Background: an optimization exercise with open tools, aiming at small area. Do not read the settings as production practice. The RTL was checked by simulation tests, not by an equivalence proof against the original design. Power is estimated from default activity; no workload was simulated.

### design/flow/flow/run.sh
#!/bin/bash
# Standard synthesis, then every combinational cell swapped to its smallest
# drive strength, then the standard layout with ABC buffers removed, small
# port buffers and a clock tree of fewer, larger sink clusters without dummy
# loads. Each tool's output goes to its own log here.
set -euo pipefail
R=orfs/results/sky130hd/reg_file_mp/base
bash standard.sh synth > synth.log 2>&1
SYNTH_ODB=$R/1_synth.odb openroad -no_init -exit flow/downsize.tcl > downsize.log 2>&1
touch $R/1_synth.sdc
bash standard.sh REMOVE_ABC_BUFFERS=1 \
  'BUFFER_PORTS_ARGS=-buffer_cell sky130_fd_sc_hd__buf_1' \
  'CTS_ARGS=-sink_clustering_enable -repair_clock_nets -dont_use_dummy_load -buf_list sky130_fd_sc_hd__clkbuf_16 -sink_clustering_size 24 -sink_clustering_max_diameter 100' \
  finish > layout.log 2>&1
### design/flow/flow/downsize.tcl
# Swap every combinational cell of the synthesized netlist to the smallest
# drive strength of the same cell (same function and pins). Flip-flops, tie
# cells and everything that is not a plain sky130_fd_sc_hd cell are left alone.
# Later repair steps size up whatever timing, slew or capacitance needs.
set odb $::env(SYNTH_ODB)
read_db $odb
set db [ord::get_db]
set block [ord::get_db_block]

set masters [dict create]
foreach lib [$db getLibs] {
  foreach m [$lib getMasters] {
    if { [regexp {^sky130_fd_sc_hd__(\w+)_(\d+)$} [$m getName] -> base sz] } {
      dict lappend masters $base [list $sz [$m getWidth] $m]
    }
  }
}

proc best_master { variants } {
  set best ""
  foreach v $variants {
    lassign $v sz w m
    if { $best eq "" } { set best $v; continue }
    lassign $best bsz bw bm
    # narrowest first; among equals the strongest
    if { $w < $bw || ($w == $bw && $sz > $bsz) } {
      set best $v
    }
  }
  return [lindex $best 2]
}

set n 0
foreach inst [$block getInsts] {
  set name [[$inst getMaster] getName]
  if { ![regexp {^sky130_fd_sc_hd__(\w+)_(\d+)$} $name -> base sz] } { continue }
  if { [regexp {^(df|sdf|edf|sedf|dl|conb|tap|fill|decap|diode|clk)} $base] } { continue }
  set m [best_master [dict get $masters $base]]
  if { [$m getName] ne $name } {
    $inst swapMaster $m
    incr n
  }
}
puts "downsized $n instances"
write_db $odb
### design/flow/standard.sh
#!/bin/bash
# synth_recipe.tcl (not shown) runs the flow's synth.tcl, then flattens the netlist and writes it again
# the make line also repeats each setting of config.mk as NAME=value (left out here)
make -C /OpenROAD-flow-scripts/flow DESIGN_CONFIG=/design/flow/config.mk WORK_HOME=/design/flow/orfs CLKGATE_MAP_FILE= SYNTH_SCRIPT=/design/flow/synth_recipe.tcl "${@:-finish}"
### design/flow/config.mk
export PLATFORM = sky130hd
export DESIGN_NAME = reg_file_mp
export DESIGN_NICKNAME = reg_file_mp
export VERILOG_FILES = /design/flow/design.v
export SDC_FILE = /design/flow/constraint.sdc
export NUM_CORES = 8
export LEC_CHECK = 0
export CAP_MARGIN = 20
export CORE_MARGIN = 2
export CORE_UTILIZATION = 50
export PLACE_DENSITY = 0.65
export SLEW_MARGIN = 20
export SYNTH_HIERARCHICAL = 1
### design/flow/constraint.sdc
create_clock -name core_clock -period 7.0 [get_ports {clk}]
set_input_delay 1.4000 -clock core_clock [delete_from_list [all_inputs] [get_ports {clk}]]
set_output_delay 1.4000 -clock core_clock [all_outputs]
set_load 0.01 [all_outputs]
### design/flow/design.v
`default_nettype none
package rv_pkg;
    localparam int XLEN   = 32;
    localparam int NREGS  = 32;
    localparam int REG_AW = $clog2(NREGS);
    localparam logic [REG_AW-1:0] ZERO_REG = '0;
endpackage
`default_nettype wire
`default_nettype none
module rf_scoreboard #(
    parameter int NREGS = 32,
    parameter int AW    = $clog2(NREGS)
) (
    input  logic [NREGS-1:1] busy,
    output logic [AW:0]      busy_cnt
);
    logic [AW-1:0] cnt;
    rf_popcnt #(.K(AW)) u_pc (.x(busy), .y(cnt));
    assign busy_cnt = {1'b0, cnt};
endmodule
module rf_popcnt #(
    parameter int K = 5
) (
    input  logic [2**K-2:0] x,
    output logic [K-1:0]    y
);
    if (K == 2) begin : g_leaf
        rf_fa u_fa (.a(x[0]), .b(x[1]), .c(x[2]), .s(y[0]), .co(y[1]));
    end else begin : g_node
        logic [K-2:0] ya, yb;
        logic [K-2:0] c;
        rf_popcnt #(.K(K-1)) u_a (.x(x[2**(K-1)-2:0]),      .y(ya));
        rf_popcnt #(.K(K-1)) u_b (.x(x[2**K-3:2**(K-1)-1]), .y(yb));
        assign c[0] = x[2**K-2];
        for (genvar i = 0; i < K-2; i++) begin : g_fa
            rf_fa u_fa (.a(ya[i]), .b(yb[i]), .c(c[i]), .s(y[i]), .co(c[i+1]));
        end
        rf_fa u_fa_msb (.a(ya[K-2]), .b(yb[K-2]), .c(c[K-2]), .s(y[K-2]), .co(y[K-1]));
    end
endmodule
module rf_fa (
    input  logic a, b, c,
    output logic s, co
);
    assign s  = a ^ b ^ c;
    assign co = (a && b) || (a && c) || (b && c);
endmodule
module rf_dec (
    input  logic        en,
    input  logic [4:0]  a,
    output logic [31:1] y
);
    logic [4:0] an;
    logic [3:0] lon;
    logic [7:0] hin;
    for (genvar k = 0; k < 5; k++) begin : g_inv
        rf_inv u_i (.a(a[k]), .y(an[k]));
    end
    for (genvar i = 0; i < 4; i++) begin : g_lo
        rf_nand3 u_l (.a(en), .b(((i >> 1) & 1) ? a[1] : an[1]), .c(((i >> 0) & 1) ? a[0] : an[0]), .y(lon[i]));
    end
    for (genvar j = 0; j < 8; j++) begin : g_hi
        rf_nand3 u_h (.a(((j >> 2) & 1) ? a[4] : an[4]), .b(((j >> 1) & 1) ? a[3] : an[3]), .c(((j >> 0) & 1) ? a[2] : an[2]),
                      .y(hin[j]));
    end
    for (genvar r = 1; r < 32; r++) begin : g_y
        rf_nor2 u_y (.a(lon[r % 4]), .b(hin[r / 4]), .y(y[r]));
    end
endmodule
module rf_rdec (
    input  logic        en,
    input  logic [4:0]  a,
    input  logic [31:1] v,
    output logic [31:1] sn
);
    logic       enn;
    logic [4:0] an;
    logic [3:0] lo;
    logic [7:0] hi;
    rf_inv u_e (.a(en), .y(enn));
    for (genvar k = 0; k < 5; k++) begin : g_inv
        rf_inv u_i (.a(a[k]), .y(an[k]));
    end
    for (genvar i = 0; i < 4; i++) begin : g_lo
        rf_nor3 u_l (.a(enn), .b(((i >> 1) & 1) ? an[1] : a[1]), .c(((i >> 0) & 1) ? an[0] : a[0]), .y(lo[i]));
    end
    for (genvar j = 0; j < 8; j++) begin : g_hi
        rf_nor3 u_h (.a(((j >> 2) & 1) ? an[4] : a[4]), .b(((j >> 1) & 1) ? an[3] : a[3]), .c(((j >> 0) & 1) ? an[2] : a[2]),
                     .y(hi[j]));
    end
    for (genvar r = 1; r < 32; r++) begin : g_s
        rf_nand3 u_s (.a(lo[r % 4]), .b(hi[r / 4]), .c(v[r]), .y(sn[r]));
    end
endmodule
module rf_ctl (
    input  logic sel1,
    input  logic hit0,
    input  logic alloc,
    input  logic flush,
    input  logic v,
    input  logic bsy,
    output logic sel0,
    output logic hit,
    output logic v_nxt,
    output logic bsy_nxt
);
    logic hitn, keepn;
    rf_nor2b u_s0 (.a(sel1), .bn(hit0), .y(sel0));
    rf_or2   u_h  (.a(sel1), .b(hit0), .y(hit));
    rf_nor2  u_hn (.a(sel1), .b(hit0), .y(hitn));
    rf_or2   u_v  (.a(v), .b(hit), .y(v_nxt));
    rf_aoi21 u_k  (.a1(bsy), .a2(hitn), .b(alloc), .y(keepn));
    rf_nor2  u_b  (.a(flush), .b(keepn), .y(bsy_nxt));
endmodule
module rf_inv (
    input  logic a,
    output logic y
);
    assign y = !a;
endmodule
module rf_or2 (
    input  logic a, b,
    output logic y
);
    assign y = a || b;
endmodule
module rf_nor2b (
    input  logic a, bn,
    output logic y
);
    assign y = !a && bn;
endmodule
module rf_aoi21 (
    input  logic a1, a2, b,
    output logic y
);
    assign y = !((a1 && a2) || b);
endmodule
module rf_nand3 (
    input  logic a, b, c,
    output logic y
);
    assign y = !(a && b && c);
endmodule
module rf_nor3 (
    input  logic a, b, c,
    output logic y
);
    assign y = !(a || b || c);
endmodule
module rf_nor2 (
    input  logic a, b,
    output logic y
);
    assign y = !(a || b);
endmodule
module rf_nor4 (
    input  logic a, b, c, d,
    output logic y
);
    assign y = !(a || b || c || d);
endmodule
module rf_nand4 (
    input  logic a, b, c, d,
    output logic y
);
    assign y = !(a && b && c && d);
endmodule
module rf_aoi221 (
    input  logic a1, a2, b1, b2, c,
    output logic y
);
    assign y = !((a1 && a2) || (b1 && b2) || c);
endmodule
module rf_oai22 (
    input  logic a1, a2, b1, b2,
    output logic y
);
    assign y = !((a1 || a2) && (b1 || b2));
endmodule
module rf_wbit (
    input  logic w1,
    input  logic d1,
    input  logic w0,
    input  logic d0,
    input  logic hit,
    input  logic qn,
    output logic dn
);
    logic hq;    
    rf_nor2   u_h (.a(hit), .b(qn), .y(hq));
    rf_aoi221 u_a (.a1(w1), .a2(d1), .b1(w0), .b2(d0), .c(hq), .y(dn));
endmodule
module rf_rbit (
    input  logic [31:1] sn,
    input  logic [31:1] qn,
    output logic        y
);
    logic [15:0] t;    
    logic [3:0]  u;    
    for (genvar i = 0; i < 15; i++) begin : g_oai
        rf_oai22 u_o (.a1(sn[2*i+1]), .a2(qn[2*i+1]), .b1(sn[2*i+2]), .b2(qn[2*i+2]), .y(t[i]));
    end
    rf_nor2 u_t31 (.a(sn[31]), .b(qn[31]), .y(t[15]));
    for (genvar j = 0; j < 4; j++) begin : g_nor
        rf_nor4 u_n (.a(t[4*j]), .b(t[4*j+1]), .c(t[4*j+2]), .d(t[4*j+3]), .y(u[j]));
    end
    rf_nand4 u_y (.a(u[0]), .b(u[1]), .c(u[2]), .d(u[3]), .y(y));
endmodule
`default_nettype wire
`default_nettype none
module reg_file_mp #(
    parameter int XLEN  = 32,
    parameter int NREGS = 32,
    parameter int NRD   = 2,
    parameter int NWR   = 2,
    parameter int AW    = $clog2(NREGS)
) (
    input  logic                clk,
    input  logic                rstn,
    input  logic [NWR-1:0]      wr_en,
    input  logic [NWR*AW-1:0]   wr_addr,
    input  logic [NWR*XLEN-1:0] wr_data,
    input  logic [NRD-1:0]      rd_en,
    input  logic [NRD*AW-1:0]   rd_addr,
    output logic [NRD*XLEN-1:0] rd_data,
    output logic [NRD-1:0]      rd_busy,
    input  logic                alloc_en,
    input  logic [AW-1:0]       alloc_addr,
    output logic [AW:0]         busy_cnt,
    input  logic                flush
);
    logic [NREGS-1:1] qt [XLEN];       
    logic [NREGS-1:1] valid;
    logic [NREGS-1:1] busy;
    logic [NREGS-1:1] sel1, hit0;      
    logic [NREGS-1:1] sel0;            
    logic [NREGS-1:1] wr_hit;
    logic [NREGS-1:1] alloc_dec;
    rf_dec u_wdec1 (.en(wr_en[1]), .a(wr_addr[AW +: AW]), .y(sel1));
    rf_dec u_wdec0 (.en(wr_en[0]), .a(wr_addr[0 +: AW]),  .y(hit0));
    rf_dec u_adec  (.en(alloc_en), .a(alloc_addr),        .y(alloc_dec));
    for (genvar r = 1; r < NREGS; r++) begin : g_reg
        logic [XLEN-1:0] qn;
        logic [XLEN-1:0] nxt;
        logic            v;
        logic            bsy;
        logic            v_nxt, bsy_nxt;
        rf_ctl u_ctl (.sel1(sel1[r]), .hit0(hit0[r]), .alloc(alloc_dec[r]), .flush(flush),
                      .v(v), .bsy(bsy), .sel0(sel0[r]), .hit(wr_hit[r]),
                      .v_nxt(v_nxt), .bsy_nxt(bsy_nxt));
        for (genvar b = 0; b < XLEN; b++) begin : g_bit
            rf_wbit u_w (.w1(sel1[r]), .d1(wr_data[XLEN + b]), .w0(sel0[r]), .d0(wr_data[b]),
                         .hit(wr_hit[r]), .qn(qn[b]), .dn(nxt[b]));
            assign qt[b][r] = qn[b];
        end
        always_ff @(posedge clk) begin
            qn <= nxt;
        end
        always_ff @(posedge clk or negedge rstn) begin
            if (!rstn) begin
                v <= 1'b0;
            end else begin
                v <= v_nxt;
            end
        end
        always_ff @(posedge clk or negedge rstn) begin
            if (!rstn) begin
                bsy <= 1'b0;
            end else begin
                bsy <= bsy_nxt;
            end
        end
        assign valid[r] = v;
        assign busy[r]  = bsy;
    end
    rf_scoreboard #(
        .NREGS (NREGS),
        .AW    (AW)
    ) u_scoreboard (
        .busy     (busy),
        .busy_cnt (busy_cnt)
    );
    for (genvar p = 0; p < NRD; p++) begin : g_rd
        logic [AW-1:0]    addr;
        logic [NREGS-1:1] sn;
        logic [NREGS-1:0] bz;
        assign addr = rd_addr[p*AW +: AW];
        rf_rdec u_rdec (.en(rd_en[p]), .a(addr), .v(valid), .sn(sn));
        for (genvar b = 0; b < XLEN; b++) begin : g_bit
            rf_rbit u_r (.sn(sn), .qn(qt[b]), .y(rd_data[p*XLEN + b]));
        end
        assign bz         = {busy, 1'b0};
        assign rd_busy[p] = rd_en[p] && bz[addr];
    end
endmodule
`default_nettype wire
==> results of run 1 <==
[critical path: cells and delay by family]
| family | cells | cell delay, ns |
|---|---|---|
| compound gates | 1 | 0.19 |
| simple gates | 4 | 2.39 |
| buf+inv | 5 | 1.10 |
[power breakdown]
part	switching [mW]	internal (mW)
clock	2.08	1.28
combinational	1.60	1.44
sequential	1.41	7.76
total	5.08	10.5
[sequential cells by signal (all words and copies together), names as in the netlist]
name   cells
g.qn     992
g.v       31
g.bsy     31
[routing by layer]
metal / GRT usage (%) / share of wire, % / vias up
li1: - / - / 21600
met1: 66.6 / 33 / 26900
met2: 70.0 / 35 / 7005
met3: 39.6 / 21 / 2150
met4: 44.2 / 10 / 52
met5: 8.48 / 0.44 / -
[cells in the final DEF (no fill, tap or decap)]
master and n:
nor3b_1 1, nor3_1 24, nor2_1 1181, a31o_2 1, nand2b_1 1, o22ai_1 960
dfxtp_1 992, a2111oi_0 2, nor4_1 256, and2_1 1, a22oi_1 2, or2_2 62
and3_1 1, buf_12 12, nand4_1 64, dfrtp_1 62, nand3_2 62, nor2b_4 31
a221oi_1 993, mux2i_1 7, fa_1 26, diode_2 31, nor2_4 31, buf_1 165
buf_4 283, conb_1 1, clkbuf_2 3, a21oi_1 31, mux4_2 14, nor2b_1 2
nand2_1 1, and3b_1 1, inv_2 27, mux2_2 1, o21ai_1 1, nand3_1 37
clkbuf_16 50
[per-stage QoR]
| stage | setup slack, ns | hold WS, ns | utilization [%] | instance area [µm²] |
|---|---|---|---|---|
| 6_report | 0.509 | 0.520 | 57.6 | 51700 |
| 5_1_grt | 0.693 | 0.533 | 57.6 | 51700 |
| 4_1_cts | 0.935 | 0.519 | 57.5 | 51600 |
| 3_5_place_dp | 1.05 | 0.500 | 56.1 | 50400 |
| 3_3_place_gp | 1.13 | 0.499 | 56.1 | 50400 |
| 2_1_floorplan | 1.92 | 0.461 | - | 45100 |
[worst paths after layout]
kind / slack [ns] / startpoint / to / depth (start not counted)
max reg2reg: 6.10 / g_reg[1].qn[6] / g_reg[1].qn[6] / 2
min in group asynchronous: 0.89 / rstn / g_reg[4].bsy / 2
min reg2reg: 0.52 / g_reg[1].qn[22] / g_reg[1].qn[22] / 2
max in group asynchronous: 5.47 / rstn / g_reg[19].v / 2
min: 0.52 / g_reg[1].qn[22] / g_reg[1].qn[22] / 2
max: 0.51 / rd_addr[3] / rd_data[2] / 10
[final cells by class]
type | count | area (µm²)
inverter | 27 | 101
multi-input combinational | 3795 | 24400
fill | 8042 | 38000
sequential | 1054 | 21400
timing repair buffer | 463 | 3000
tap | 1176 | 1470
clock buffer | 50 | 1250
antenna | 31 | 77.6
==> impl_metrics.py, run 1 <==
metrics = {
    "power": {
        "power_density_nw_per_um2": 301,
        "vdd_ir_drop_max_v": 0.000193,
        "power.total_mw": 15.6,
        "p_leak_nw": 18.1,
    },
    "setup_path": {
        "crit_type": "input port to output pin",
        "worstPathArrival_ns": 5.09,
        "crit_path_top_delay_cell": "nand3_2",
        "crit_chain": "buf_1 > buf_4 > inv_2 > nor3_1 > nand3_2 > buf_4 > o22ai_1 > nor4_1 > nand4_1 > buf_1",
        "critPathMaxStageDelay_ns": 1.24,
        "crit_path_start_kind": "input port",
        "end_kind": "output pin",
        "cp_max_fo": 23,
        "cp.required_ns": 5.60,
    },
    "die": {
        "io-pin-count": 169,
        "die_x_um": 305,
        "rows": 110,
        "start_util_pct": 50.3,
        "dieHeight_um": 305,
        "die_area_um2": 92700,
        "core_um2": 89700,
    },
    "global_routing": {
        "grt_pass1_wl_mm": 381,
        "grt_usage_pct": 57.1,
        "grt_overflow": 0,
        "grt_pass1_vias": 52300,
        "antenna_found_initial": 30,
        "grt_max_degree": 63,
    },
    "clock_tree": {
        "hold_buffers": 0,
        "clock_latency_ns": 0.64,
        "cts_tree": "built",
        "htreeDepth": 2,
        "post_cts_resized": 0,
        "clock-sinks": 1054,
        "cts-root-buf": "clkbuf_16",
        "clk_pin_slew_ns": 0.10,
        "cts_buffers": 50,
        "clock_path_buffers": 3,
        "cts_setup_buffers": 0,
    },
    "layout": {
        "fin_nets": 5514,
        "drive_gt1_share_pct": 10.7,
        "syn2layout_area_growth_pct": 14.5,
        "fin_cells": 6596,
    },
    "run_status": {
        "outcome": "finished clean",
    },
    "sta": {
        "final.setup.tns_ns": 0,
        "fin_crit_ns": 6.49,
        "final-hold-violation-count": 0,
        "finalSetupViolations": 0,
        "finClkSkew_ns": 0,
        "rsz0062_at_grt": "no",
        "max_freq_ghz": 0.154,
        "finalCritPeriodShare_pct": 92.7,
        "tightestPinTransition_ns": 1.43,
        "slew_viol_final": 0,
        "max_slew_margin_pct": 4.04,
    },
    "logic_synthesis": {
        "synth_area_per_cell_um2": 9.25,
        "synth_cells": 4880,
        "yosys_warnings": 9,
        "syn_area_um2": 45200,
    },
    "place": {
        "port_buffers": 167,
        "hpwl_mm": 163,
        "place_congestion": 1.09,
        "dp.cells": 6514,
    },
    "routing": {
        "drt_pass1_iterations": 20,
        "post_drt_wl_per_cell_um": 42.3,
        "vias": 57700,
        "drc_errors": 0,
        "wl_mm": 279,
        "drt_iter0_drc": 14500,
        "viasPerCell": 8.75,
        "ant_nets": 0,
    },
    "run": {
        "cap_viol_max_count": 0,
    },
    "worst_hold_path": {
        "min_path_type": "flop to flop",
    },
}
==> inputs of run 2 (changes only) <==
--- a/design/flow/design.v
+++ b/design/flow/design.v
@@ -45,73 +45,89 @@
     assign s  = a ^ b ^ c;
     assign co = (a && b) || (a && c) || (b && c);
 endmodule
-module rf_dec (
-    input  logic        en,
-    input  logic [4:0]  a,
-    output logic [31:1] y
+module rf_predec_n (
+    input  logic       en,
+    input  logic [4:0] a,
+    output logic [3:0] lon,
+    output logic [7:0] hin
 );
     logic [4:0] an;
-    logic [3:0] lon;
-    logic [7:0] hin;
     for (genvar k = 0; k < 5; k++) begin : g_inv
         rf_inv u_i (.a(a[k]), .y(an[k]));
     end
     for (genvar i = 0; i < 4; i++) begin : g_lo
-        rf_nand3 u_l (.a(en), .b(((i >> 1) & 1) ? a[1] : an[1]), .c(((i >> 0) & 1) ? a[0] : an[0]), .y(lon[i]));
+        rf_nand3 u_l (.a(en), .b(((i >> 1) & 1) ? a[1] : an[1]), .c((i & 1) ? a[0] : an[0]),
+                      .y(lon[i]));
     end
     for (genvar j = 0; j < 8; j++) begin : g_hi
-        rf_nand3 u_h (.a(((j >> 2) & 1) ? a[4] : an[4]), .b(((j >> 1) & 1) ? a[3] : an[3]), .c(((j >> 0) & 1) ? a[2] : an[2]),
-                      .y(hin[j]));
-    end
-    for (genvar r = 1; r < 32; r++) begin : g_y
-        rf_nor2 u_y (.a(lon[r % 4]), .b(hin[r / 4]), .y(y[r]));
+        rf_nand3 u_h (.a(((j >> 2) & 1) ? a[4] : an[4]), .b(((j >> 1) & 1) ? a[3] : an[3]),
+                      .c((j & 1) ? a[2] : an[2]), .y(hin[j]));
     end
 endmodule
-module rf_rdec (
-    input  logic        en,
-    input  logic [4:0]  a,
-    input  logic [31:1] v,
-    output logic [31:1] sn
+module rf_predec (
+    input  logic       en,
+    input  logic [4:0] a,
+    output logic [3:0] lo,
+    output logic [7:0] hi
 );
-    logic       enn;
-    logic [4:0] an;
-    logic [3:0] lo;
-    logic [7:0] hi;
-    rf_inv u_e (.a(en), .y(enn));
-    for (genvar k = 0; k < 5; k++) begin : g_inv
-        rf_inv u_i (.a(a[k]), .y(an[k]));
-    end
+    logic [3:0] lon;
+    logic [7:0] hin;
+    rf_predec_n u_n (.en(en), .a(a), .lon(lon), .hin(hin));
     for (genvar i = 0; i < 4; i++) begin : g_lo
-        rf_nor3 u_l (.a(enn), .b(((i >> 1) & 1) ? an[1] : a[1]), .c(((i >> 0) & 1) ? an[0] : a[0]), .y(lo[i]));
+        rf_inv u_b (.a(lon[i]), .y(lo[i]));
     end
     for (genvar j = 0; j < 8; j++) begin : g_hi
-        rf_nor3 u_h (.a(((j >> 2) & 1) ? an[4] : a[4]), .b(((j >> 1) & 1) ? an[3] : a[3]), .c(((j >> 0) & 1) ? an[2] : a[2]),
-                     .y(hi[j]));
-    end
-    for (genvar r = 1; r < 32; r++) begin : g_s
-        rf_nand3 u_s (.a(lo[r % 4]), .b(hi[r / 4]), .c(v[r]), .y(sn[r]));
+        rf_inv u_b (.a(hin[j]), .y(hi[j]));
     end
 endmodule
+module rf_rsel (
+    input  logic lo,
+    input  logic hi,
+    input  logic v,
+    output logic sn
+);
+    logic s;
+    rf_and3 u_a (.a(lo), .b(hi), .c(v), .y(s));
+    rf_inv  u_i (.a(s), .y(sn));
+endmodule
 module rf_ctl (
-    input  logic sel1,
-    input  logic hit0,
+    input  logic lo1,
+    input  logic hi1,
+    input  logic lo0,
+    input  logic hi0,
     input  logic alloc,
     input  logic flush,
     input  logic v,
     input  logic bsy,
-    output logic sel0,
+    output logic w1,
+    output logic w0,
     output logic hit,
     output logic v_nxt,
     output logic bsy_nxt
 );
-    logic hitn, keepn;
-    rf_nor2b u_s0 (.a(sel1), .bn(hit0), .y(sel0));
-    rf_or2   u_h  (.a(sel1), .b(hit0), .y(hit));
-    rf_nor2  u_hn (.a(sel1), .b(hit0), .y(hitn));
+    logic w1n, w0n, hitn, keepn;
+    rf_nand2 u_d1 (.a(lo1), .b(hi1), .y(w1n));
+    rf_inv   u_w1 (.a(w1n), .y(w1));
+    rf_nand3 u_d0 (.a(lo0), .b(hi0), .c(w1n), .y(w0n));
+    rf_inv   u_w0 (.a(w0n), .y(w0));
+    rf_nor2  u_hn (.a(w1), .b(w0), .y(hitn));
+    rf_inv   u_h  (.a(hitn), .y(hit));
     rf_or2   u_v  (.a(v), .b(hit), .y(v_nxt));
     rf_aoi21 u_k  (.a1(bsy), .a2(hitn), .b(alloc), .y(keepn));
     rf_nor2  u_b  (.a(flush), .b(keepn), .y(bsy_nxt));
 endmodule
+module rf_nand2 (
+    input  logic a, b,
+    output logic y
+);
+    assign y = !(a && b);
+endmodule
+module rf_and3 (
+    input  logic a, b, c,
+    output logic y
+);
+    assign y = a && b && c;
+endmodule
 module rf_inv (
     input  logic a,
     output logic y
@@ -124,12 +140,6 @@
 );
     assign y = a || b;
 endmodule
-module rf_nor2b (
-    input  logic a, bn,
-    output logic y
-);
-    assign y = !a && bn;
-endmodule
 module rf_aoi21 (
     input  logic a1, a2, b,
     output logic y
@@ -142,12 +152,6 @@
 );
     assign y = !(a && b && c);
 endmodule
-module rf_nor3 (
-    input  logic a, b, c,
-    output logic y
-);
-    assign y = !(a || b || c);
-endmodule
 module rf_nor2 (
     input  logic a, b,
     output logic y
@@ -233,21 +237,24 @@
     logic [NREGS-1:1] qt [XLEN];       
     logic [NREGS-1:1] valid;
     logic [NREGS-1:1] busy;
-    logic [NREGS-1:1] sel1, hit0;      
-    logic [NREGS-1:1] sel0;            
+    logic [NREGS-1:1] sel1, sel0;      
     logic [NREGS-1:1] wr_hit;
     logic [NREGS-1:1] alloc_dec;
-    rf_dec u_wdec1 (.en(wr_en[1]), .a(wr_addr[AW +: AW]), .y(sel1));
-    rf_dec u_wdec0 (.en(wr_en[0]), .a(wr_addr[0 +: AW]),  .y(hit0));
-    rf_dec u_adec  (.en(alloc_en), .a(alloc_addr),        .y(alloc_dec));
+    logic [3:0]       wlo1, wlo0, alon;
+    logic [7:0]       whi1, whi0, ahin;
+    rf_predec u_wpd1 (.en(wr_en[1]), .a(wr_addr[AW +: AW]), .lo(wlo1), .hi(whi1));
+    rf_predec u_wpd0 (.en(wr_en[0]), .a(wr_addr[0 +: AW]),  .lo(wlo0), .hi(whi0));
+    rf_predec_n u_apd (.en(alloc_en), .a(alloc_addr),      .lon(alon), .hin(ahin));
     for (genvar r = 1; r < NREGS; r++) begin : g_reg
         logic [XLEN-1:0] qn;
         logic [XLEN-1:0] nxt;
         logic            v;
         logic            bsy;
         logic            v_nxt, bsy_nxt;
-        rf_ctl u_ctl (.sel1(sel1[r]), .hit0(hit0[r]), .alloc(alloc_dec[r]), .flush(flush),
-                      .v(v), .bsy(bsy), .sel0(sel0[r]), .hit(wr_hit[r]),
+        rf_nor2 u_adec (.a(alon[r % 4]), .b(ahin[r / 4]), .y(alloc_dec[r]));
+        rf_ctl u_ctl (.lo1(wlo1[r % 4]), .hi1(whi1[r / 4]), .lo0(wlo0[r % 4]), .hi0(whi0[r / 4]),
+                      .alloc(alloc_dec[r]), .flush(flush), .v(v), .bsy(bsy),
+                      .w1(sel1[r]), .w0(sel0[r]), .hit(wr_hit[r]),
                       .v_nxt(v_nxt), .bsy_nxt(bsy_nxt));
         for (genvar b = 0; b < XLEN; b++) begin : g_bit
             rf_wbit u_w (.w1(sel1[r]), .d1(wr_data[XLEN + b]), .w0(sel0[r]), .d0(wr_data[b]),
@@ -286,7 +293,12 @@
         logic [NREGS-1:1] sn;
         logic [NREGS-1:0] bz;
         assign addr = rd_addr[p*AW +: AW];
-        rf_rdec u_rdec (.en(rd_en[p]), .a(addr), .v(valid), .sn(sn));
+        logic [3:0]       lo;
+        logic [7:0]       hi;
+        rf_predec u_pd (.en(rd_en[p]), .a(addr), .lo(lo), .hi(hi));
+        for (genvar r = 1; r < NREGS; r++) begin : g_sel
+            rf_rsel u_s (.lo(lo[r % 4]), .hi(hi[r / 4]), .v(valid[r]), .sn(sn[r]));
+        end
         for (genvar b = 0; b < XLEN; b++) begin : g_bit
             rf_rbit u_r (.sn(sn), .qn(qt[b]), .y(rd_data[p*XLEN + b]));
         end
==> design/flow/flow/run.sh (replaced) <==
#!/bin/bash
# Standard synthesis, then every combinational cell swapped to its smallest
# drive strength, then the standard layout with ABC buffers removed, the port
# buffers of flow/ports.tcl and a clock tree of fewer, larger sink clusters
# without dummy loads. Each tool's output goes to its own log here.
set -euo pipefail
R=orfs/results/sky130hd/reg_file_mp/base
bash standard.sh synth > synth.log 2>&1
SYNTH_ODB=$R/1_synth.odb openroad -no_init -exit flow/downsize.tcl > downsize.log 2>&1
touch $R/1_synth.sdc
bash standard.sh REMOVE_ABC_BUFFERS=1 DONT_BUFFER_PORTS=1 \
  "PRE_GLOBAL_PLACE_TCL=$PWD/flow/ports.tcl" \
  'CTS_ARGS=-sink_clustering_enable -repair_clock_nets -dont_use_dummy_load -buf_list sky130_fd_sc_hd__clkbuf_16 -sink_clustering_size 24 -sink_clustering_max_diameter 100' \
  finish > layout.log 2>&1
==> design/flow/flow/ports.tcl (new file) <==
# Hook run before global placement (PRE_GLOBAL_PLACE_TCL): buffer every input
# and output port with the smallest buffer, as the standard flow would with its
# own choice of cell; the write-data inputs, which each drive a 31-register
# column, get a buf_2 instead.
buffer_ports -inputs -buffer_cell sky130_fd_sc_hd__buf_1
buffer_ports -outputs -buffer_cell sky130_fd_sc_hd__buf_1
set buf2 [[ord::get_db] findMaster sky130_fd_sc_hd__buf_2]
foreach bterm [[ord::get_db_block] getBTerms] {
  if { ![string match {wr_data*} [$bterm getName]] } { continue }
  foreach iterm [[$bterm getNet] getITerms] {
    [$iterm getInst] swapMaster $buf2
  }
}
--- a/design/flow/config.mk
+++ b/design/flow/config.mk
@@ -8,6 +8,7 @@
 export CAP_MARGIN = 20
 export CORE_MARGIN = 2
 export CORE_UTILIZATION = 50
+export GPL_TIMING_DRIVEN = 0
 export PLACE_DENSITY = 0.65
 export SLEW_MARGIN = 20
 export SYNTH_HIERARCHICAL = 1
==> run 2 against run 1 <==
  * Still clean on timing, DRC and antenna
  * Core utilization down 2.9 points
  * Synthesized cell count up 2.8%
  * Combinational power is 2% lower
  * First-iteration DRC count shrank 13%
  * Cell count is 2.4% lower
  * Setup slack worse by 0.22 ns
  * Critical path depth unchanged
  * Via count down 5.4%
  * Clock skew unchanged
  * Non-clock buffer count shrank 285
  * Worst hold slack worse by 0.026 ns
  * Critical endpoint is now rd_data[5]
  * Largest power group unchanged
  * Highest routed layer unchanged
==> impl_metrics.py, run 2 <==
metrics = {
    "die": {
        "io-pin-count": 169,
        "core_um2": 90300,
        "die_x_um": 306,
        "start_util_pct": 50.5,
        "die_area_um2": 93700,
        "rows": 110,
        "dieHeight_um": 306,
    },
    "routing": {
        "post_drt_wl_per_cell_um": 39.6,
        "wl_mm": 255,
        "viasPerCell": 8.49,
        "drc_errors": 0,
        "drt_iter0_drc": 12600,
        "ant_nets": 0,
        "vias": 54600,
        "drt_pass1_iterations": 20,
    },
    "clock_tree": {
        "clock-sinks": 1054,
        "post_cts_resized": 0,
        "htreeDepth": 2,
        "cts_buffers": 50,
        "hold_buffers": 0,
        "clk_pin_slew_ns": 0.09,
        "clock_latency_ns": 0.64,
        "cts_tree": "built",
        "cts-root-buf": "clkbuf_16",
        "clock_path_buffers": 3,
        "cts_setup_buffers": 0,
    },
    "sta": {
        "worst_slack_ns": 0.285,
        "tightestPinTransition_ns": 1.35,
        "finalCritPeriodShare_pct": 95.9,
        "final-hold-violation-count": 0,
        "finClkSkew_ns": 0,
        "fin_crit_ns": 6.71,
        "rsz0062_at_grt": "no",
        "finalSetupViolations": 0,
        "slew_viol_final": 0,
        "max_freq_ghz": 0.149,
        "final.setup.tns_ns": 0,
        "max_slew_margin_pct": 9.96,
    },
    "place": {
        "dp_slack_ns": 0.503,
        "place_congestion": 0.955,
        "hpwl_mm": 127,
        "port_buffers": 167,
    },
    "layout": {
        "syn2layout_area_growth_pct": 8.20,
        "nFillCells": 8411,
        "fin_nets": 5368,
        "seq_area_um2": 21400,
        "multi_input_area_um2": 23400,
        "regMostFlops": "g.qn",
        "layout_common_cells": "nor2_1, a221oi_1, dfxtp_1",
        "drive_gt1_share_pct": 7.67,
        "reg_top3": "g.qn (992), g.bsy (31), g.v (31)",
        "largest_reg_flops": 992,
        "mostFrequentLayoutCell": "nor2_1",
    },
    "power": {
        "power_density_nw_per_um2": 312,
        "vdd_ir_drop_max_v": 0.000204,
        "p_leak_nw": 18.0,
        "switching_power_mw": 4.95,
        "p_clk_share_pct": 21.7,
        "combPwrFrac_pct": 19.3,
        "seqPwrFrac_pct": 59.0,
        "netSwitchingFraction_pct": 32.1,
        "power.internal_mw": 10.5,
    },
    "setup_path": {
        "cp_max_fo": 32,
        "r2r_slack_ns": 6.11,
        "r2r_cells": 2,
        "cp.required_ns": 5.60,
        "worstPathArrival_ns": 5.31,
        "setup.worst_path.end": "rd_data[5]",
        "end_kind": "output pin",
        "rr_startpoint": "g_reg[2].qn[30]",
        "startpoint": "rd_addr[0]",
        "crit_path_start_kind": "input port",
        "crit_type": "input port to output pin",
        "rr_endpoint": "g_reg[2].qn[30]",
    },
    "worst_hold_path": {
        "min_path_type": "flop to flop",
        "min_path_cells": 1,
    },
    "global_routing": {
        "antenna_found_initial": 25,
        "grt_max_degree": 34,
        "grt_pass1_wl_mm": 352,
        "grt_pass1_vias": 49500,
        "grt_overflow": 0,
        "grt_usage_pct": 51.7,
    },
    "logic_synthesis": {
        "synth_cells": 5019,
        "syn_area_um2": 45600,
        "yosys_warnings": 9,
        "synth_area_per_cell_um2": 9.09,
    },
    "run": {
        "cap_viol_max_count": 0,
    },
    "run_status": {
        "outcome": "finished clean",
    },
}
==> run 2: cell count changes in the layout (fill, tap and decap cells not counted), sizes merged, moves of 24 or more <==
cell	delta
buf	-282
nor2b	-31
inv	+171
and3	+62
nor2	-62
or2	-31
clkinv	+30
nand2	+31
nor3	-24
==> run 2: power groups by stage <==
stage | Sequential, mW | Clock [mW] | Combinational [mW]
6_report | 9.09 | 3.34 | 2.98
5_1_grt | 9.31 | 3.48 | 3.22
4_1_cts | 9.03 | 3.28 | 2.83
3_5_place_dp | 9.14 | 0 | 2.81
3_3_place_gp | 9.09 | 0 | 2.71
2_1_floorplan | 8.86 | 0 | 2.07
==> run 2: worst min path at each step <==
stage | from | endpoint | slack (ns)
floorplan | g_reg[10].v | g_reg[10].v | 0.45
global placement | g_reg[2].v | g_reg[2].v | 0.46
detailed placement | g_reg[6].v | g_reg[6].v | 0.47
CTS | g_reg[6].v | g_reg[6].v | 0.49
global route | g_reg[31].v | g_reg[31].v | 0.51
finish | g_reg[2].v | g_reg[2].v | 0.49
==> run 2: routing by layer <==
metal / part of all wire [%] / routed length [µm] / global-route usage (%)
met5: 0.077 / 196 / 0.362
met4: 9.2 / 23400 / 38.2
met3: 19 / 48600 / 25.3
met2: 37 / 95200 / 67.4
met1: 34 / 87200 / 65.0
==> run 2: worst max-delay path, cell delays in order <==
cell and delay (ns):
buf_1 0.69, inv_2 0.06, nand3_1 0.13, inv_2 0.11
and3_1 0.19, inv_2 0.86, o22ai_1 0.17, nor4_1 0.96
nand4_1 0.47, buf_1 0.26
==> run 2: stage by stage <==
| step | util (%) | cells | total power, mW | hold WS [ns] | cell area [µm²] |
|---|---|---|---|---|---|
| global placement | 52.9 | 6358 | 11.8 | 0.456 | 47800 |
| floorplan | - | 5015 | 10.9 | 0.445 | 45600 |
| global route | 54.7 | 6430 | 16.0 | 0.507 | 49400 |
| finish | 54.7 | 6437 | 15.4 | 0.494 | 49400 |
| CTS | 54.4 | 6412 | 15.1 | 0.488 | 49100 |
| detailed placement | 53.0 | 6362 | 12.0 | 0.465 | 47900 |
==> run 2: final cells by class <==
cell class	count	area share (%)
timing repair buffer	178	1.91
antenna	18	0.0912
inverter	228	1.82
sequential	1054	43.4
multi-input combinational	3733	47.3
clock buffer	50	2.53
tap	1176	2.98
==> inputs of run 3 (changes only) <==
--- a/design/flow/flow/run.sh
+++ b/design/flow/flow/run.sh
@@ -10,5 +10,5 @@
 touch $R/1_synth.sdc
 bash standard.sh REMOVE_ABC_BUFFERS=1 DONT_BUFFER_PORTS=1 \
   "PRE_GLOBAL_PLACE_TCL=$PWD/flow/ports.tcl" \
-  'CTS_ARGS=-sink_clustering_enable -repair_clock_nets -dont_use_dummy_load -buf_list sky130_fd_sc_hd__clkbuf_16 -sink_clustering_size 24 -sink_clustering_max_diameter 100' \
+  'CTS_ARGS=-sink_clustering_enable -repair_clock_nets -dont_use_dummy_load -buf_list sky130_fd_sc_hd__clkbuf_8 -sink_clustering_size 15 -sink_clustering_max_diameter 100' \
   finish > layout.log 2>&1
--- a/design/flow/config.mk
+++ b/design/flow/config.mk
@@ -5,10 +5,10 @@
 export SDC_FILE = /design/flow/constraint.sdc
 export NUM_CORES = 8
 export LEC_CHECK = 0
-export CAP_MARGIN = 20
+export CAP_MARGIN = 10
 export CORE_MARGIN = 2
 export CORE_UTILIZATION = 50
 export GPL_TIMING_DRIVEN = 0
 export PLACE_DENSITY = 0.65
-export SLEW_MARGIN = 20
+export SLEW_MARGIN = 10
 export SYNTH_HIERARCHICAL = 1
==> run 3 against run 2 <==
  * Global-route usage up 0.23 points
  * Area after synthesis stayed put
  * Core utilization fell by 0.42 points
  * Critical endpoint unchanged
  * Flip-flop and latch count unchanged
  * First-iteration DRC count fell by 1.2%
  * Cell count grew 0.37%
  * Die area did not move
  * Highest routed layer unchanged
==> impl_metrics.py, run 3 <==
metrics = {
    "run_status": {
        "outcome": "finished clean",
    },
    "routing": {
        "viasPerCell": 8.41,
        "drt_pass1_iterations": 10,
        "drt_iter0_drc": 12500,
        "wl_mm": 254,
        "vias": 54300,
        "post_drt_wl_per_cell_um": 39.4,
        "drc_errors": 0,
        "ant_nets": 0,
    },
    "sta": {
        "fin_crit_ns": 6.78,
        "finClkSkew_ns": 0,
        "final-hold-violation-count": 0,
        "tightestPinTransition_ns": 1.43,
        "rsz0062_at_grt": "no",
        "finalSetupViolations": 0,
        "finalCritPeriodShare_pct": 96.9,
        "slew_viol_final": 0,
        "max_freq_ghz": 0.147,
        "max_slew_margin_pct": 4.38,
        "worst_slack_ns": 0.219,
        "final.setup.tns_ns": 0,
    },
    "clock_tree": {
        "post_cts_resized": 0,
        "cts_tree": "built",
        "clock_path_buffers": 3,
        "cts-root-buf": "clkbuf_8",
        "htreeDepth": 3,
        "cts_buffers": 80,
        "clock-sinks": 1054,
        "hold_buffers": 0,
        "cts_setup_buffers": 0,
        "clk_pin_slew_ns": 0.10,
        "clock_latency_ns": 0.74,
    },
    "setup_path": {
        "crit_chain": "buf_1 > inv_2 > nand3_1 > inv_2 > and3_1 > inv_2 > o22ai_1 > nor4_1 > nand4_1 > buf_1",
        "crit_path_top_delay_cell": "nor4_1",
        "worstPathArrival_ns": 5.38,
        "cp.required_ns": 5.60,
        "end_kind": "output pin",
        "crit_path_start_kind": "input port",
        "crit_top_cell": "inv_2",
        "critPathMaxStageDelay_ns": 0.98,
        "cp_max_fo": 32,
        "rr_startpoint": "g_reg[11].qn[25]",
        "crit_type": "input port to output pin",
        "startpoint": "rd_addr[0]",
    },
    "run": {
        "cap_viol_max_count": 0,
    },
    "die": {
        "start_util_pct": 50.5,
        "rows": 110,
        "io-pin-count": 169,
        "core_um2": 90300,
        "die_area_um2": 93700,
        "dieHeight_um": 306,
        "die_x_um": 306,
    },
    "worst_hold_path": {
        "min_path_type": "flop to flop",
        "hp-start": "g_reg[8].v",
    },
    "global_routing": {
        "use_met3_pct": 26.1,
        "antenna_found_initial": 29,
        "grt_overflow": 0,
        "grt_pass1_wl_mm": 353,
        "met1_usage_pct": 65.2,
        "grt_use_met2_pct": 67.6,
        "grt_max_degree": 34,
        "grt_pass1_vias": 49500,
        "top_usage_layer": "met2",
        "grt_usage_pct": 51.9,
    },
    "power": {
        "power.total_mw": 15.2,
        "vdd_ir_drop_max_v": 0.000184,
        "power_density_nw_per_um2": 310,
        "p_leak_nw": 17.9,
    },
    "layout": {
        "reg_top3": "g.qn (992), g.bsy (31), g.v (31)",
        "largest_reg_flops": 992,
        "regMostFlops": "g.qn",
        "syn2layout_area_growth_pct": 7.36,
        "nFillCells": 8392,
        "mostFrequentLayoutCell": "nor2_1",
        "fin_nets": 5389,
        "postLayoutCellArea_um2": 49000,
        "fin_cells": 6461,
        "drive_gt1_share_pct": 8.04,
        "layout_common_cells": "nor2_1, a221oi_1, dfxtp_1",
    },
    "logic_synthesis": {
        "synth_cells": 5019,
        "syn_area_um2": 45600,
        "yosys_warnings": 9,
        "synth_area_per_cell_um2": 9.09,
    },
    "place": {
        "port_buffers": 167,
        "hpwl_mm": 126,
        "place_congestion": 0.955,
        "placed_area_um2": 47800,
        "dp.cells": 6359,
        "dp_slack_ns": 0.492,
    },
}
## run 3: changes by cell type in the layout (fill, tap and decap cells not counted), sizes merged
cell and change:
buf -9, clkbuf +30, clkinv -29, diode +3
inv +29
## run 3: final cells by class
type	instances	area (µm²)	area share [%]
well taps	1176	1470	3.00
diodes	21	52.6	0.107
clock buffers	80	1100	2.25
inverters	228	857	1.75
flip-flops and latches	1054	21400	43.7
repair buffers	169	749	1.53
multi-input cells	3733	23400	47.7
## run 3: report_power, final
group	internal, mW	switching (mW)	leakage [nW]
clock	1.03	2.09	0.575
combinational	1.40	1.56	8.17
sequential	7.77	1.32	9.12
total	10.2	4.97	17.9
## run 3: critical path, delay by kind of cell
family                 cells  cell delay [ns]
AND/OR/NAND/NOR            4             1.79
AO/OA/AOI/OAI              1             0.15
buffers and inverters      5             2.01
## run 3: final timing paths
kind | endpoint | slack (ns) | cells after the start
min | g_reg[8].v | 0.49 | 1
min in group asynchronous | g_reg[11].v | 0.71 | 1
max reg2reg | g_reg[11].qn[25] | 6.11 | 2
max | rd_data[5] | 0.22 | 10
min reg2reg | g_reg[8].v | 0.49 | 1
max in group asynchronous | g_reg[15].v | 5.60 | 2
## run 3: stage by stage
stage | hold slack [ns] | utilization (%)
floorplan | 0.445 | -
finish | 0.490 | 54.3
detailed placement | 0.463 | 53.0
global placement | 0.456 | 52.9
global route | 0.504 | 54.2
CTS | 0.486 | 54.2
## run 3: metal layers
layer	share of wire [%]	wire length (µm)
met1	34	87000
met3	19	49000
met5	0.041	105
met4	9.2	23400
met2	37	94800
==> inputs of run 4 (changes only) <==
--- a/design/flow/design.v
+++ b/design/flow/design.v
@@ -90,6 +90,34 @@
     rf_and3 u_a (.a(lo), .b(hi), .c(v), .y(s));
     rf_inv  u_i (.a(s), .y(sn));
 endmodule
+module rf_rbusy (
+    input  logic [3:0]  lo,
+    input  logic [7:0]  hi,
+    input  logic [31:1] b,
+    output logic        y
+);
+    logic [31:0] bz;
+    logic [7:0]  g;     
+    logic [7:0]  gn;
+    logic [3:0]  n;
+    assign bz = {b, 1'b0};
+    for (genvar j = 0; j < 8; j++) begin : g_grp
+        logic [1:0] p;
+        rf_aoi22 u_p0 (.a1(lo[0]), .a2(bz[4*j]),   .b1(lo[1]), .b2(bz[4*j+1]), .y(p[0]));
+        rf_aoi22 u_p1 (.a1(lo[2]), .a2(bz[4*j+2]), .b1(lo[3]), .b2(bz[4*j+3]), .y(p[1]));
+        rf_nand2 u_g  (.a(p[0]), .b(p[1]), .y(g[j]));
+    end
+    for (genvar k = 0; k < 4; k++) begin : g_hi
+        rf_aoi22 u_h (.a1(hi[2*k]), .a2(g[2*k]), .b1(hi[2*k+1]), .b2(g[2*k+1]), .y(n[k]));
+    end
+    rf_nand4 u_y (.a(n[0]), .b(n[1]), .c(n[2]), .d(n[3]), .y(y));
+endmodule
+module rf_aoi22 (
+    input  logic a1, a2, b1, b2,
+    output logic y
+);
+    assign y = !((a1 && a2) || (b1 && b2));
+endmodule
 module rf_ctl (
     input  logic lo1,
     input  logic hi1,
@@ -291,7 +319,6 @@
     for (genvar p = 0; p < NRD; p++) begin : g_rd
         logic [AW-1:0]    addr;
         logic [NREGS-1:1] sn;
-        logic [NREGS-1:0] bz;
         assign addr = rd_addr[p*AW +: AW];
         logic [3:0]       lo;
         logic [7:0]       hi;
@@ -302,8 +329,7 @@
         for (genvar b = 0; b < XLEN; b++) begin : g_bit
             rf_rbit u_r (.sn(sn), .qn(qt[b]), .y(rd_data[p*XLEN + b]));
         end
-        assign bz         = {busy, 1'b0};
-        assign rd_busy[p] = rd_en[p] && bz[addr];
+        rf_rbusy u_rb (.lo(lo), .hi(hi), .b(busy), .y(rd_busy[p]));
     end
 endmodule
 `default_nettype wire
==> run 4 against run 3 <==
  * Combinational power barely moved
  * Via count grew 1.3%
  * Die area shrank 0.31%
  * Area after synthesis down 0.31%
  * Cell count increased by 0.28%
  * Critical path type unchanged
  * Critical endpoint is now rd_data[16]
  * Largest power group unchanged
==> impl_metrics.py, run 4 <==
metrics = {
    "global_routing": {
        "grt_pass1_wl_mm": 358,
        "grt_max_degree": 34,
        "grt_usage_pct": 52.7,
        "grt_overflow": 0,
        "antenna_found_initial": 23,
        "grt_pass1_vias": 50300,
    },
    "clock_tree": {
        "clock_latency_ns": 0.75,
        "cts_buffers": 80,
        "cts_setup_buffers": 0,
        "htreeDepth": 3,
        "post_cts_resized": 0,
        "clk_pin_slew_ns": 0.10,
        "hold_buffers": 0,
        "cts_tree": "built",
        "clock-sinks": 1054,
        "clock_path_buffers": 3,
        "cts-root-buf": "clkbuf_8",
    },
    "place": {
        "place_congestion": 0.958,
        "dp.cells": 6381,
        "hpwl_mm": 126,
        "port_buffers": 167,
        "dp_slack_ns": 1.19,
    },
    "worst_hold_path": {
        "hp-start": "g_reg[7].v",
        "min_path_cells": 1,
        "hold-path-endpoint": "g_reg[7].v",
        "min_path_type": "flop to flop",
    },
    "run": {
        "cap_viol_max_count": 0,
    },
    "setup_path": {
        "crit_path_start_kind": "input port",
        "cp_max_fo": 32,
        "worstPathArrival_ns": 4.90,
        "crit_path_top_delay_cell": "nor4_1",
        "r2r_slack_ns": 6.12,
        "end_kind": "output pin",
        "rr_endpoint": "g_reg[10].qn[22]",
        "crit_type": "input port to output pin",
        "crit_top_cell": "inv_2",
        "r2r_cells": 2,
        "crit_chain": "buf_1 > inv_2 > nand3_1 > inv_2 > and3_1 > inv_2 > o22ai_1 > nor4_1 > nand4_1 > buf_1",
        "rr_startpoint": "g_reg[10].qn[22]",
        "cp.required_ns": 5.60,
        "critPathMaxStageDelay_ns": 0.94,
    },
    "die": {
        "io-pin-count": 169,
        "core_um2": 90100,
        "dieHeight_um": 306,
        "die_x_um": 306,
        "die_area_um2": 93400,
        "rows": 110,
        "start_util_pct": 50.5,
    },
    "layout": {
        "reg_top3": "g.qn (992), g.bsy (31), g.v (31)",
        "nFillCells": 8461,
        "layout_common_cells": "nor2_1, a221oi_1, dfxtp_1",
        "fin_cells": 6479,
        "fin_nets": 5413,
        "largest_reg_flops": 992,
        "syn2layout_area_growth_pct": 7.52,
        "drive_gt1_share_pct": 7.75,
        "regMostFlops": "g.qn",
        "mostFrequentLayoutCell": "nor2_1",
    },
    "sta": {
        "final-hold-violation-count": 0,
        "finalCritPeriodShare_pct": 90.0,
        "tightestPinTransition_ns": 1.45,
        "finClkSkew_ns": 0,
        "final.setup.tns_ns": 0,
        "rsz0062_at_grt": "no",
        "max_freq_ghz": 0.159,
        "slew_viol_final": 0,
        "fin_crit_ns": 6.30,
        "max_slew_margin_pct": 2.90,
        "finalSetupViolations": 0,
        "worst_slack_ns": 0.697,
    },
    "power": {
        "vdd_ir_drop_max_v": 0.000169,
        "p_leak_nw": 17.9,
        "power_density_nw_per_um2": 311,
    },
    "run_status": {
        "outcome": "finished clean",
    },
    "routing": {
        "ant_nets": 0,
        "wl_mm": 258,
        "post_drt_wl_per_cell_um": 39.9,
        "drc_errors": 0,
        "drt_iter0_drc": 13300,
        "viasPerCell": 8.50,
        "drt_pass1_iterations": 11,
        "vias": 55100,
    },
    "logic_synthesis": {
        "syn_area_um2": 45500,
        "yosys_warnings": 9,
        "synth_area_per_cell_um2": 9.03,
        "synth_cells": 5037,
    },
}
[run 4: changes by cell type in the layout (fill, tap and decap cells not counted), moves of 3 or more]
cell	change
mux4_2	-14
mux2i_1	-7
buf_12	+3
a22oi_1	+38
nand2_1	+15
diode_2	-6
clkinv_2	+4
inv_2	-4
[run 4: how the worst max path moves through the flow]
| stage | start | to | slack (ns) | cells after the start |
|---|---|---|---|---|
| after CTS | g_reg[2].bsy | busy_cnt[3] | 0.87 | 8 |
| after global routing | rd_addr[5] | rd_data[49] | 0.68 | 10 |
| after global placement | rd_addr[0] | rd_data[13] | 1.22 | 10 |
| final | rd_addr[0] | rd_data[16] | 0.70 | 10 |
| after floorplan | g_reg[1].bsy | busy_cnt[3] | 1.92 | 7 |
| after detailed placement | rd_addr[6] | rd_data[45] | 1.19 | 10 |
[run 4: report_power, final]
part           switching (mW)  internal (mW)
clock network            2.13           1.03
logic                    1.58           1.40
registers                1.31           7.77
[run 4: cell type report]
type / count / area (µm²) / share of cell area, %
multi-input cells: 3754 / 23200 / 47.5
flip-flops and latches: 1054 / 21400 / 43.8
well taps: 1176 / 1470 / 3.01
clock buffers: 80 / 1100 / 2.25
inverters: 228 / 862 / 1.76
repair buffers: 172 / 810 / 1.65
diodes: 15 / 37.5 / 0.0767
[run 4: metal layers]
layer  vias to the layer above  track usage [%]  wire [µm]
li1                      21400                -          -
met1                     25700             63.6      85400
met2                      6264             69.7      97900
met3                      1748             28.4      50000
met4                        33             38.8      24400
met5                         -             2.79        596
[run 4: worst max-delay path, delay by kind of cell]
kind	cells	cell delay [ns]
and+or+nand+nor	4	1.80
buffers and inverters	5	1.52
AOI/OAI and AO/OA	1	0.13
[run 4: stage by stage]
step	total power [mW]	area [µm²]	hold WS, ns	utilization, %
finish	15.2	48900	0.496	54.3
global route	15.8	48900	0.513	54.2
CTS	14.9	48800	0.490	54.1
detailed placement	11.9	47700	0.463	52.9
global placement	11.8	47700	0.456	52.9
floorplan	10.9	45500	0.445	-
==> inputs of run 5 (changes only) <==
--- a/design/flow/design.v
+++ b/design/flow/design.v
@@ -265,6 +265,8 @@
     logic [NREGS-1:1] qt [XLEN];       
     logic [NREGS-1:1] valid;
     logic [NREGS-1:1] busy;
+    logic [NREGS-1:1] busy_nxt;
+    logic [AW:0]      cnt_nxt;
     logic [NREGS-1:1] sel1, sel0;      
     logic [NREGS-1:1] wr_hit;
     logic [NREGS-1:1] alloc_dec;
@@ -306,16 +308,24 @@
                 bsy <= bsy_nxt;
             end
         end
-        assign valid[r] = v;
-        assign busy[r]  = bsy;
+        assign valid[r]    = v;
+        assign busy[r]     = bsy;
+        assign busy_nxt[r] = bsy_nxt;
     end
     rf_scoreboard #(
         .NREGS (NREGS),
         .AW    (AW)
     ) u_scoreboard (
-        .busy     (busy),
-        .busy_cnt (busy_cnt)
+        .busy     (busy_nxt),
+        .busy_cnt (cnt_nxt)
     );
+    always_ff @(posedge clk or negedge rstn) begin
+        if (!rstn) begin
+            busy_cnt <= '0;
+        end else begin
+            busy_cnt <= cnt_nxt;
+        end
+    end
     for (genvar p = 0; p < NRD; p++) begin : g_rd
         logic [AW-1:0]    addr;
         logic [NREGS-1:1] sn;
==> run 5 against run 4 <==
  * The layout now fails its checks (max-capacitance violations, max-slew violations)
  * Area after synthesis rose by 0.33%
  * Register-to-register slack got worse by 3.3 ns
  * Sequential share of layout area rose by 0.088 points
  * Cell count rose by 0.45%
  * Clock skew rose by 0.012 ns
  * Global-route usage rose by 2.0 points
  * Non-clock buffer count rose by 2
  * Die area rose by 0.33%
  * Setup slack got worse by 0.36 ns
==> impl_metrics.py, run 5 <==
metrics = {
    "die": {
        "start_util_pct": 50.6,
        "die_x_um": 306,
        "io-pin-count": 169,
        "rows": 110,
        "core_um2": 90300,
        "dieHeight_um": 306,
        "die_area_um2": 93700,
    },
    "power": {
        "power.total_mw": 15.3,
        "power_density_nw_per_um2": 311,
        "p_leak_nw": 18.0,
        "vdd_ir_drop_max_v": 0.000236,
    },
    "routing": {
        "drc_errors": 0,
        "top_layer_used": "met5",
        "vias": 56500,
        "drt_pass1_iterations": 12,
        "viasPerCell": 8.68,
        "wl_met1_mm": 90.4,
        "wl_mm": 269,
        "ant_nets": 0,
        "dr_wl_met3_mm": 54.0,
        "post_drt_wl_per_cell_um": 41.4,
        "drt_iter0_drc": 13500,
        "dr_wl_met2_mm": 97.2,
    },
    "setup_path": {
        "rr_startpoint": "g_reg[8].bsy",
        "worstPathArrival_ns": 7.31,
        "end_kind": "flop",
        "crit_path_start_kind": "input port",
        "cp.required_ns": 7.64,
        "startpoint": "wr_addr[0]",
        "crit_type": "input port to flop",
        "cp_max_fo": 33,
    },
    "layout": {
        "syn2layout_area_growth_pct": 7.70,
        "layout_common_cells": "nor2_1, a221oi_1, dfxtp_1",
        "mostFrequentLayoutCell": "nor2_1",
        "fin_cells": 6508,
        "drive_gt1_share_pct": 7.76,
        "regMostFlops": "g.qn",
        "nFillCells": 8447,
        "reg_top3": "g.qn (992), g.bsy (31), g.v (31)",
        "fin_nets": 5421,
        "largest_reg_flops": 992,
    },
    "global_routing": {
        "grt_pass1_wl_mm": 368,
        "grt_pass1_vias": 50700,
        "antenna_found_initial": 34,
        "grt_usage_pct": 54.7,
        "grt_overflow": 0,
        "grt_max_degree": 34,
    },
    "place": {
        "port_buffers": 168,
        "hpwl_mm": 127,
        "place_congestion": 0.943,
        "dp.cells": 6388,
    },
    "run_status": {
        "failed_checks": "max-capacitance violations, max-slew violations",
        "outcome": "failed layout checks",
    },
    "clock_tree": {
        "hold_buffers": 0,
        "clock-sinks": 1060,
        "cts_buffers": 80,
        "cts_tree": "built",
        "cts_setup_buffers": 0,
        "clock_path_buffers": 3,
        "cts-root-buf": "clkbuf_8",
        "htreeDepth": 3,
        "clock_latency_ns": 0.76,
        "clk_pin_slew_ns": 0.11,
        "post_cts_resized": 0,
    },
    "logic_synthesis": {
        "synth_cells": 5043,
        "syn_area_um2": 45600,
        "synth_area_per_cell_um2": 9.05,
        "yosys_warnings": 9,
    },
    "worst_hold_path": {
        "min_path_type": "flop to flop",
        "hp-start": "g_reg[25].v",
    },
    "sta": {
        "final.setup.tns_ns": 0,
        "slew_viol_final": 113,
        "max_freq_ghz": 0.150,
        "max_slew_margin_pct": -3.43,
        "hold_ws_ns": 0.489,
        "final-hold-violation-count": 0,
        "finalSetupViolations": 0,
        "finalCritPeriodShare_pct": 95.2,
        "finClkSkew_ns": 0.0123,
        "rsz0062_at_grt": "no",
        "fin_crit_ns": 6.66,
        "tightestPinTransition_ns": 1.55,
    },
    "run": {
        "cap_viol_max_count": 7,
    },
}
-- run 5: changes by cell type in the layout (fill, tap and decap cells not counted), sizes merged --
| cell | delta |
|---|---|
| diode | +21 |
| clkinv | +8 |
| inv | -8 |
| dfrtp | +6 |
| buf | +2 |
-- run 5: per-stage QoR --
step	utilization [%]	instance area [µm²]	setup slack [ns]
after detailed placement	53.0	47900	-0.0337
final	54.4	49200	0.336
after global routing	54.4	49100	0.211
after global placement	53.0	47800	-0.0354
after CTS	54.2	49000	0.730
after floorplan	-	45600	1.34
-- run 5: cell type report --
| cell class | instances | area (µm²) | area share (%) |
|---|---|---|---|
| clock buffer | 80 | 1100 | 2.24 |
| tap | 1176 | 1470 | 2.99 |
| inverter | 228 | 872 | 1.77 |
| antenna | 36 | 90.1 | 0.183 |
| timing repair buffer | 174 | 841 | 1.71 |
| sequential | 1060 | 21600 | 43.9 |
| multi-input combinational | 3754 | 23200 | 47.2 |
-- run 5: critical path: stages --
cell and delay [ns]:
buf_1 0.40, nand3_1 0.18, inv_2 0.19, nand3_1 0.11, inv_2 1.05, nor2_1 0.26
a21oi_1 0.22, nor2_1 0.09, fa_1 0.54, fa_1 0.45, fa_1 0.56, fa_1 0.51
fa_1 0.48, fa_1 0.39, fa_1 0.46
-- run 5: where the power goes --
part	internal [mW]	switching, mW	leakage, nW
combinational	1.40	1.60	8.20
clock	1.03	2.15	0.575
sequential	7.81	1.32	9.20
total	10.2	5.07	18.0
-- run 5: path summary, 6_finish.rpt --
path / end / slack, ns / cells after the start
worst max-delay path: busy_cnt[3] / 0.34 / 15
worst min-delay path: g_reg[25].v / 0.49 / 1
worst max register to register: busy_cnt[3] / 2.82 / 9
worst min register to register: g_reg[25].v / 0.49 / 1
max in group asynchronous: g_reg[8].v / 5.87 / 2
min in group asynchronous: g_reg[20].bsy / 0.57 / 1
-- run 5: per-layer routing --
| metal | up-vias | GRT usage (%) |
|---|---|---|
| li1 | 21400 | - |
| met1 | 26300 | 66.4 |
| met2 | 6842 | 68.9 |
| met3 | 1902 | 32.8 |
| met4 | 27 | 41.4 |
| met5 | - | 3.93 |
==> inputs of run 6 (changes only) <==
--- a/design/flow/config.mk
+++ b/design/flow/config.mk
@@ -5,10 +5,10 @@
 export SDC_FILE = /design/flow/constraint.sdc
 export NUM_CORES = 8
 export LEC_CHECK = 0
-export CAP_MARGIN = 10
+export CAP_MARGIN = 20
 export CORE_MARGIN = 2
 export CORE_UTILIZATION = 50
 export GPL_TIMING_DRIVEN = 0
 export PLACE_DENSITY = 0.65
-export SLEW_MARGIN = 10
+export SLEW_MARGIN = 20
 export SYNTH_HIERARCHICAL = 1
==> run 6 against run 5 <==
  * Global-route usage increased by 0.081 points
  * Cell count rose by 0.52%
  * Setup slack worse by 0.063 ns
  * Combinational power barely moved
  * Via count grew 0.41%
  * Clock power about the same
  * Wire length up 0.15%
  * Design area up 1.1%
  * Fmax shrank 0.94%
  * Non-clock buffer count grew 18
  * The run now finishes clean
  * Flip-flop and latch count unchanged
==> impl_metrics.py, run 6 <==
metrics = {
    "run_status": {
        "outcome": "finished clean",
    },
    "logic_synthesis": {
        "synth_area_per_cell_um2": 9.05,
        "synth_cells": 5043,
        "syn_area_um2": 45600,
        "yosys_warnings": 9,
    },
    "routing": {
        "wl_mm": 270,
        "drc_errors": 0,
        "vias": 56800,
        "drt_pass1_iterations": 22,
        "post_drt_wl_per_cell_um": 41.3,
        "drt_iter0_drc": 14000,
        "ant_nets": 0,
        "viasPerCell": 8.68,
    },
    "place": {
        "placed_area_um2": 48200,
        "dp.cells": 6399,
        "hpwl_mm": 130,
        "place_congestion": 0.943,
        "port_buffers": 168,
    },
    "layout": {
        "layout_common_cells": "nor2_1, a221oi_1, dfxtp_1",
        "reg_top3": "g.qn (992), g.bsy (31), g.v (31)",
        "syn2layout_area_growth_pct": 8.87,
        "mostFrequentLayoutCell": "nor2_1",
        "postLayoutCellArea_um2": 49700,
        "final_core_util_pct": 55.0,
        "fin_cells": 6542,
        "largest_reg_flops": 992,
        "fin_nets": 5439,
        "drive_gt1_share_pct": 8.07,
        "regMostFlops": "g.qn",
        "seq_area_um2": 21600,
        "nFillCells": 8412,
        "multi_input_area_um2": 23200,
    },
    "power": {
        "power_density_nw_per_um2": 308,
        "vdd_ir_drop_max_v": 0.000234,
        "p_leak_nw": 18.1,
    },
    "clock_tree": {
        "clock_latency_ns": 0.77,
        "cts_tree": "built",
        "cts_setup_buffers": 0,
        "post_cts_resized": 0,
        "htreeDepth": 3,
        "clock-sinks": 1060,
        "clk_pin_slew_ns": 0.11,
        "cts-root-buf": "clkbuf_8",
        "hold_buffers": 0,
        "cts_buffers": 80,
        "clock_path_buffers": 3,
    },
    "run": {
        "cap_viol_max_count": 0,
    },
    "global_routing": {
        "grt_pass1_vias": 50900,
        "grt_usage_pct": 54.8,
        "grt_max_degree": 34,
        "grt_overflow": 0,
        "antenna_found_initial": 31,
        "grt_pass1_wl_mm": 368,
    },
    "die": {
        "start_util_pct": 50.6,
        "dieHeight_um": 306,
        "core_um2": 90300,
        "rows": 110,
        "die_area_um2": 93700,
        "die_x_um": 306,
        "io-pin-count": 169,
    },
    "setup_path": {
        "crit_top_cell": "fa_1",
        "r2r_slack_ns": 2.84,
        "cp.required_ns": 7.65,
        "crit_chain": "buf_1 > nand3_1 > inv_2 > nand2_1 > nand3_1 > clkinv_2 > nor2_1 > a21oi_1 > nor2_1 > fa_1 > fa_1 > fa_1 > fa_1 > fa_1 > fa_1 > fa_1",
        "critPathMaxStageDelay_ns": 0.87,
        "cp_max_fo": 33,
        "crit_path_top_delay_cell": "clkinv_2",
        "crit_path_start_kind": "input port",
        "worstPathArrival_ns": 7.38,
        "crit_type": "input port to flop",
        "critPathTopFamily": "adder cells",
        "end_kind": "flop",
        "worst-path-buf-inv": 3,
    },
    "sta": {
        "slew_viol_final": 0,
        "tightestPinTransition_ns": 1.42,
        "final-hold-violation-count": 0,
        "finalCritPeriodShare_pct": 96.1,
        "max_slew_margin_pct": 5.18,
        "rsz0062_at_grt": "no",
        "finClkSkew_ns": 0.00986,
        "finalSetupViolations": 0,
        "fin_crit_ns": 6.73,
        "max_freq_ghz": 0.149,
    },
    "worst_hold_path": {
        "min_path_type": "flop to flop",
    },
}
-- run 6: layout make-up --
| type | count | area share (%) |
|---|---|---|
| Multi-Input combinational cell | 3754 | 46.7 |
| Inverter | 228 | 1.94 |
| Antenna cell | 52 | 0.262 |
| Clock buffer | 80 | 2.22 |
| Sequential cell | 1060 | 43.4 |
| Tap cell | 1176 | 2.96 |
| Timing Repair Buffer | 192 | 2.49 |
-- run 6: per-stage QoR --
| stage | hold WS (ns) | setup TNS [ns] | worst slack, ns | total power, mW |
|---|---|---|---|---|
| 2_1_floorplan | 0.445 | 0 | 1.34 | 11.0 |
| 3_3_place_gp | 0.454 | -0.0354 | -0.0354 | 11.8 |
| 3_5_place_dp | 0.460 | -0.0312 | -0.0312 | 12.0 |
| 4_1_cts | 0.488 | 0 | 0.771 | 15.0 |
| 5_1_grt | 0.502 | 0 | 0.302 | 15.9 |
| 6_report | 0.490 | 0 | 0.273 | 15.3 |
-- run 6: layer usage --
metal  GRT usage (%)  vias to the layer above  part of all wire, %
li1                -                    21500                    -
met4            41.4                       17                   10
met3            31.9                     1940                   20
met2            69.2                     6852                   36
met1            66.9                    26400                   34
met5            4.70                        -                 0.17
-- run 6: report_power, final --
part | internal, mW | switching [mW] | leakage, nW
combinational | 1.40 | 1.60 | 8.34
clock | 1.03 | 2.15 | 0.575
sequential | 7.81 | 1.32 | 9.20
total | 10.2 | 5.08 | 18.1
-- run 6: worst paths after layout --
kind / from / endpoint / depth (start not counted)
worst min register to register: g_reg[8].v / g_reg[8].v / 1
worst min-delay path: g_reg[8].v / g_reg[8].v / 1
worst max register to register: g_reg[8].bsy / busy_cnt[3] / 9
worst max-delay path: wr_addr[5] / busy_cnt[3] / 16
max in group asynchronous: rstn / g_reg[25].v / 3
min in group asynchronous: rstn / g_reg[21].bsy / 1

[separate check: timing with driven ports]
Ports are ideal in the flow. The routed layouts listed here were re-timed in OpenROAD.
Step 1 sets driving cells, clkbuf_16 on the clock port and buf_2 on the other inputs (assumed; they add their load-dependent delay and slew).
Step 2 adds t to the input delays and takes it off the output delays; t is the mean of the earliest and latest rising clock arrival at the registers after step 1. Input paths then give back, and output paths get back, about the clock's delay inside the block.
Slacks: ideal / step 1 / step 2; pairs: ideal / step 1.
run | shift t [ns] | slack for setup (ns) | worst register clock-pin slew, ns | worst data-port slew with drivers (ns)
run 1 | 0.748 | 0.509 / 0.480 / 0.480 | 0.11 / 0.11 | 0.33
run 2 | 0.739 | 0.285 / 0.253 / 0.253 | 0.11 / 0.11 | 0.20
run 3 | 0.836 | 0.219 / 0.184 / 0.184 | 0.11 / 0.11 | 0.22
run 4 | 0.837 | 0.697 / 0.672 / 0.672 | 0.11 / 0.11 | 0.28
run 5 | 0.854 | 0.336 / 0.379 / -0.475 | 0.11 / 0.11 | 0.20
run 6 | 0.857 | 0.273 / 0.318 / -0.539 | 0.11 / 0.11 | 0.22
For run 6, which loses most, drivers alone change the setup slack by +0.045 ns; drivers and shift together by -0.812 ns.
